What follows belongs to an exercise in optimizing a design on an open flow for small area and a short achievable clock period; a production flow would make more cautious choices. The RTL was checked by simulation tests, not by an equivalence proof against the original design.

==> flow/design.v <==
module mdu_ctrl #(
  parameter int MULT_CYCLES = 5,
  parameter int DIV_CYCLES  = 10
) (
  input  logic        clk,
  input  logic        reset,
  input  logic [3:0]  op,
  input  logic        valid,
  input  logic        flush,
  input  logic [31:0] A,
  input  logic [31:0] B,
  output logic        start,
  output logic        busy,
  output logic [31:0] out,
  output logic [31:0] HI,
  output logic [31:0] LO
);
  localparam logic [0:0] S_IDLE = 1'b0;
  localparam logic [0:0] S_RUN  = 1'b1;
  localparam int CNT_MAX = (MULT_CYCLES > DIV_CYCLES) ? MULT_CYCLES : DIV_CYCLES;
  localparam int CW      = $clog2(CNT_MAX + 1);
  localparam logic [3:0] OP_MULT  = 4'd1;
  localparam logic [3:0] OP_MULTU = 4'd2;
  localparam logic [3:0] OP_DIV   = 4'd3;
  localparam logic [3:0] OP_DIVU  = 4'd4;
  localparam logic [3:0] OP_MTHI  = 4'd5;
  localparam logic [3:0] OP_MTLO  = 4'd6;
  localparam logic [3:0] OP_MFHI  = 4'd7;
  localparam logic [3:0] OP_MFLO  = 4'd8;
  logic [0:0]    state_q;
  logic [CW-1:0] cnt_q;
  logic [31:0]   hi_q, lo_q;
  logic [31:0]   phi_q, plo_q;
  logic          dz_q;
  logic          busy_q;
  logic          is_mul, is_div, is_signed;
  logic          start_int;
  logic          accept;
  logic          abort;
  logic [63:0]   mul_a, mul_b, product;
  logic          a_neg, b_neg;
  logic [31:0]   a_mag, b_mag, b_safe;
  logic [31:0]   q_mag, r_mag;
  logic [31:0]   quot, rem;
  logic [31:0]   res_hi, res_lo;
  assign busy_q    = (state_q == S_RUN);
  assign is_mul    = (op == OP_MULT) || (op == OP_MULTU);
  assign is_div    = (op == OP_DIV)  || (op == OP_DIVU);
  assign is_signed = (op == OP_MULT) || (op == OP_DIV);
  assign accept    = valid & ~flush & ~busy_q;
  assign start_int = accept & (is_mul | is_div);
  assign start = start_int;
  assign busy  = busy_q;
  assign HI    = hi_q;
  assign LO    = lo_q;
  always_comb begin
    out = 32'd0;
    if (op == OP_MFHI)
      out = hi_q;
    else if (op == OP_MFLO)
      out = lo_q;
  end
  assign mul_a   = is_signed ? {{32{A[31]}}, A} : {32'd0, A};
  assign mul_b   = is_signed ? {{32{B[31]}}, B} : {32'd0, B};
  assign product = mul_a * mul_b;
  assign a_neg  = is_signed & A[31];
  assign b_neg  = is_signed & B[31];
  assign a_mag  = a_neg ? (~A + 32'd1) : A;
  assign b_mag  = b_neg ? (~B + 32'd1) : B;
  assign b_safe = (B == 32'd0) ? 32'd1 : b_mag;
  assign q_mag  = a_mag / b_safe;
  assign r_mag  = a_mag % b_safe;
  assign quot   = (a_neg ^ b_neg) ? (~q_mag + 32'd1) : q_mag;
  assign rem    = a_neg ? (~r_mag + 32'd1) : r_mag;
  assign res_hi = is_div ? rem  : product[63:32];
  assign res_lo = is_div ? quot : product[31:0];
  assign abort = 1'b0;
  always_ff @(posedge clk or negedge reset) begin
    if (!reset) begin
      state_q <= S_IDLE;
      cnt_q   <= '0;
      hi_q    <= 32'd0;
      lo_q    <= 32'd0;
      phi_q   <= 32'd0;
      plo_q   <= 32'd0;
      dz_q    <= 1'b0;
    end else begin
      case (state_q)
        S_IDLE: begin
          if (start_int) begin
            phi_q   <= res_hi;
            plo_q   <= res_lo;
            dz_q    <= is_div & (B == 32'd0);
            cnt_q   <= is_div ? CW'(DIV_CYCLES) : CW'(MULT_CYCLES);
            state_q <= S_RUN;
          end else if (accept) begin
            if (op == OP_MTHI)
              hi_q <= A;
            if (op == OP_MTLO)
              lo_q <= A;
          end
        end
        S_RUN: begin
          if (cnt_q == CW'(1)) begin
            if (!dz_q) begin
              hi_q <= phi_q;
              lo_q <= plo_q;
            end
            cnt_q   <= '0;
            state_q <= S_IDLE;
          end else if (abort) begin
            cnt_q   <= '0;
            state_q <= S_IDLE;
          end else begin
            cnt_q <= cnt_q - CW'(1);
          end
        end
        default: begin
          cnt_q   <= '0;
          state_q <= S_IDLE;
        end
      endcase
    end
  end
endmodule
==> flow/run.sh <==
#!/bin/bash
# synth_recipe.tcl (not shown) runs the flow's synth.tcl, then flattens the netlist and writes it again
# the make line also repeats each setting of config.mk as NAME=value (left out here)
make -C /OpenROAD-flow-scripts/flow DESIGN_CONFIG=/design/flow/config.mk WORK_HOME=/design/flow/orfs CLKGATE_MAP_FILE= SYNTH_SCRIPT=/design/flow/synth_recipe.tcl finish
==> flow/config.mk <==
export PLATFORM = sky130hd
export DESIGN_NAME = mdu_ctrl
export DESIGN_NICKNAME = mdu_ctrl
export VERILOG_FILES = /design/flow/design.v
export SDC_FILE = /design/flow/constraint.sdc
export NUM_CORES = 4
export LEC_CHECK = 0
export CAP_MARGIN = 20
export CORE_MARGIN = 2
export CORE_UTILIZATION = 40
export SLEW_MARGIN = 20
==> flow/constraint.sdc <==
create_clock -name core_clock -period 150.0 [get_ports {clk}]
set_input_delay 30.0000 -clock core_clock [delete_from_list [all_inputs] [get_ports {clk}]]
set_output_delay 30.0000 -clock core_clock [all_outputs]
set_load 0.01 [all_outputs]
==> metrics.cfg <==
[outcome]
status = no timing/DRC/antenna violations

[setup_path]
setup.worst_path.class = input port to flop
crit_start = B[24]
worstReg2RegEnd = hi_q[29]
r2r_cells = 9
critPathMaxFanout = 48
slowest_stage = nor3_1
r2r_slack_ps = 146790
crit_required_ps = 150350
r2r-start = state_q
crit_arrival_ps = 132690
critPathMaxStageDelay_ps = 980
start_kind = input port
worst_path_most_repeated_cell = ha_1
end_kind = flop
endpoint = phi_q[28]

[routing]
drtPass1Iterations = 6
drtIter0Drc = 8617
drc = 0
wl_per_cell_um = 31.57
vias_per_cell = 6.073
drt-total-wl_mm = 433.6
ant_nets = 0
vias = 83400

[timing]
period_needed_ps = 132340
fmax_mhz = 7.556
tns_ps = 0
worst_pin_slew_ps = 1207
skew_ps = 19.95
slew_violations = 0
slew_headroom_pct = 19.24
setup_violations = 0
final_hold_viol_count = 0
fin_crit_sh_pct = 88.22
rsz0062_at_grt = false

[placement]
placed_area_mm2 = 0.09291
gp_congestion = 1.085
place_hpwl_mm = 350.6
port_buffers = 169
placed_cells = 13680

[global_route]
use_met1_pct = 49.73
grt_pass1_vias = 84060
grt_usage_pct = 38.59
use_met2_pct = 61.28
grt_pass1_wl_mm = 618.7
grt_use_met3_pct = 5.985
grt_antenna_before_repair = 39
grt_overflow = 0
grt_max_degree = 74
busiest_layer = met2

[clock_network]
cts_max_path_buffers = 2
htreeDepth = 4
cts_inserted_buffers = 17
ctsResizeCount = 0
clkSinkCount = 134
clock_latency_ps = 490
cts-root-buf = clkbuf_16
post_cts_buffers = 0
cts_tree = done
clkTransAtPathRegs_ps = 80
hold_buffers = 0

[logic_synthesis]
netlist_area_mm2 = 0.08749
yosysMostFrequentCell = inv_1
synth_flop_cell = dfrtp_1
yosysSeqAreaShare_pct = 3.833
yosys.area.top_type_share_pct = 32.99
syn_inst = 10910
synthTopCellsByArea = fa_1 (33%), ha_1 (12%), inv_1 (6.7%)
synth_top_area_cell = fa_1
yosysWarnings = 1
synth_common_cells = inv_1 (1565), nand2_1 (1454), fa_1 (1442)
synthArstFlopShare_pct = 100.0
synth_edf_count = 0
synth_seq_cells = 134
synth_nets = 13250
syn_avg_cell_area_um2 = 8.021
yosysUniqueCellTypes = 110

[layout]
drive_gt1_share_pct = 5.314
multi_input_area_mm2 = 0.07688
final_cell_area_mm2 = 0.09357
instances_no_fill = 13730
nNetsFinal = 13190
syn2layout_area_growth_pct = 6.950
seqCellArea_mm2 = 0.003357
fill_cells = 22100

[worst_hold_path]
hold_path_class = flop to flop

[die]
dieHeight_um = 471.7
fp.dieW_um = 471.7
pin_count = 170
row_count = 171
core_mm2 = 0.2174
die_area_mm2 = 0.2225
start_util_pct = 40.25

[run]
cap_violations = 0

-- layout by cell type, fill, tap and decap left out, types with 221 or more instances in the layout --
cell type / synthesis / layout
a21oi_1: 679 / 677
and2_1: 387 / 386
buf_4: 0 / 244
fa_1: 1442 / 1441
ha_1: 829 / 829
inv_1: 1565 / 1562
nand2_1: 1454 / 1453
nor2_1: 682 / 677
o21ai_0: 440 / 436
xnor2_1: 367 / 354
xor2_1: 227 / 221
-- flip-flops by register name, summed over array words and instances (netlist names) --
register	flops
state_q	1
lo_q	32
dz_q	1
plo_q	32
phi_q	32
cnt_q	4
hi_q	32
-- metal layers --
| layer | up-vias | routed length, um |
|---|---|---|
| met4 | 10 | 30720 |
| met3 | 934 | 33210 |
| met2 | 4079 | 195500 |
| met5 | - | 66 |
| met1 | 42450 | 174000 |
| li1 | 35920 | - |
-- how the worst min path moves through the flow --
stage	to	start	slack, ps	depth (start not counted)
after CTS	plo_q[14]	plo_q[14]	490	2
after detailed placement	phi_q[2]	phi_q[2]	470	2
after floorplan	plo_q[28]	plo_q[28]	450	2
after global routing	plo_q[17]	plo_q[17]	510	2
final	plo_q[14]	plo_q[14]	480	2
after global placement	plo_q[15]	plo_q[15]	470	2
-- through the flow --
| step | worst slack (ps) | hold WS, ps | utilization, % |
|---|---|---|---|
| finish | 17660 | 482.7 | 43.05 |
| global route | 13360 | 506.3 | 43.03 |
| detailed placement | 20410 | 471.2 | 42.74 |
| global placement | 18650 | 467.5 | 42.69 |
| floorplan | 39220 | 446.3 | - |
| CTS | 20680 | 486.0 | 43.01 |
-- cells by family (layout without fill, tap and decap cells) --
logic type,Yosys count,count (layout),synth area share [%]
xor+xnor,594,594,5.946
simple gates,3513,3513,18.94
other cells,0,20,0
flops,134,134,3.833
fa+ha+maj,2271,2271,44.85
buf+inv,2067,2017,8.928
compound gates,2267,2267,16.75
mux,62,62,0.7579
-- cell type report --
cell class / instances / area share (%)
multi-input cells: 8707 / 82.16
inverters: 1571 / 6.302
well taps: 2854 / 3.816
flip-flops and latches: 134 / 3.588
repair buffers: 415 / 3.458
clock buffers: 18 / 0.4693
clock inverters: 13 / 0.1551
diodes: 20 / 0.05349
-- worst max-delay path, delay by kind of cell --
family                   cells  cell delay (ps)
AO/OA/AOI/OAI              154            48020
AND/OR/NAND/NOR            119            35890
adder cells (fa/ha/maj)     31            10160
buffers and inverters       27             6440
multiplexers                 3             1780

-- static timing again, ports no longer ideal --
How much do the figures lean on ideal ports? The routed layout below was timed once more, with nothing changed but the port constraints. Step 1, drivers: a clkbuf_16 drives clk and a buf_2 each remaining input, both assumed. Step 2 moves the port delays by t, midway between the first and last clock arrival at a register: inputs arrive t later, outputs are due t later. That takes back most of the time a late clock gives input paths. a / b / c = ideal ports / drivers / drivers and shift; a / b = the first two.
t (ns): 0.547
setup WS [ns]: 17.663 / 17.711 / 17.164
worst setup path after step 2: input to register
After both steps this run still meets setup and hold. The setup slack of this run moves by +0.048 ns with the drivers and by -0.499 ns with both steps.
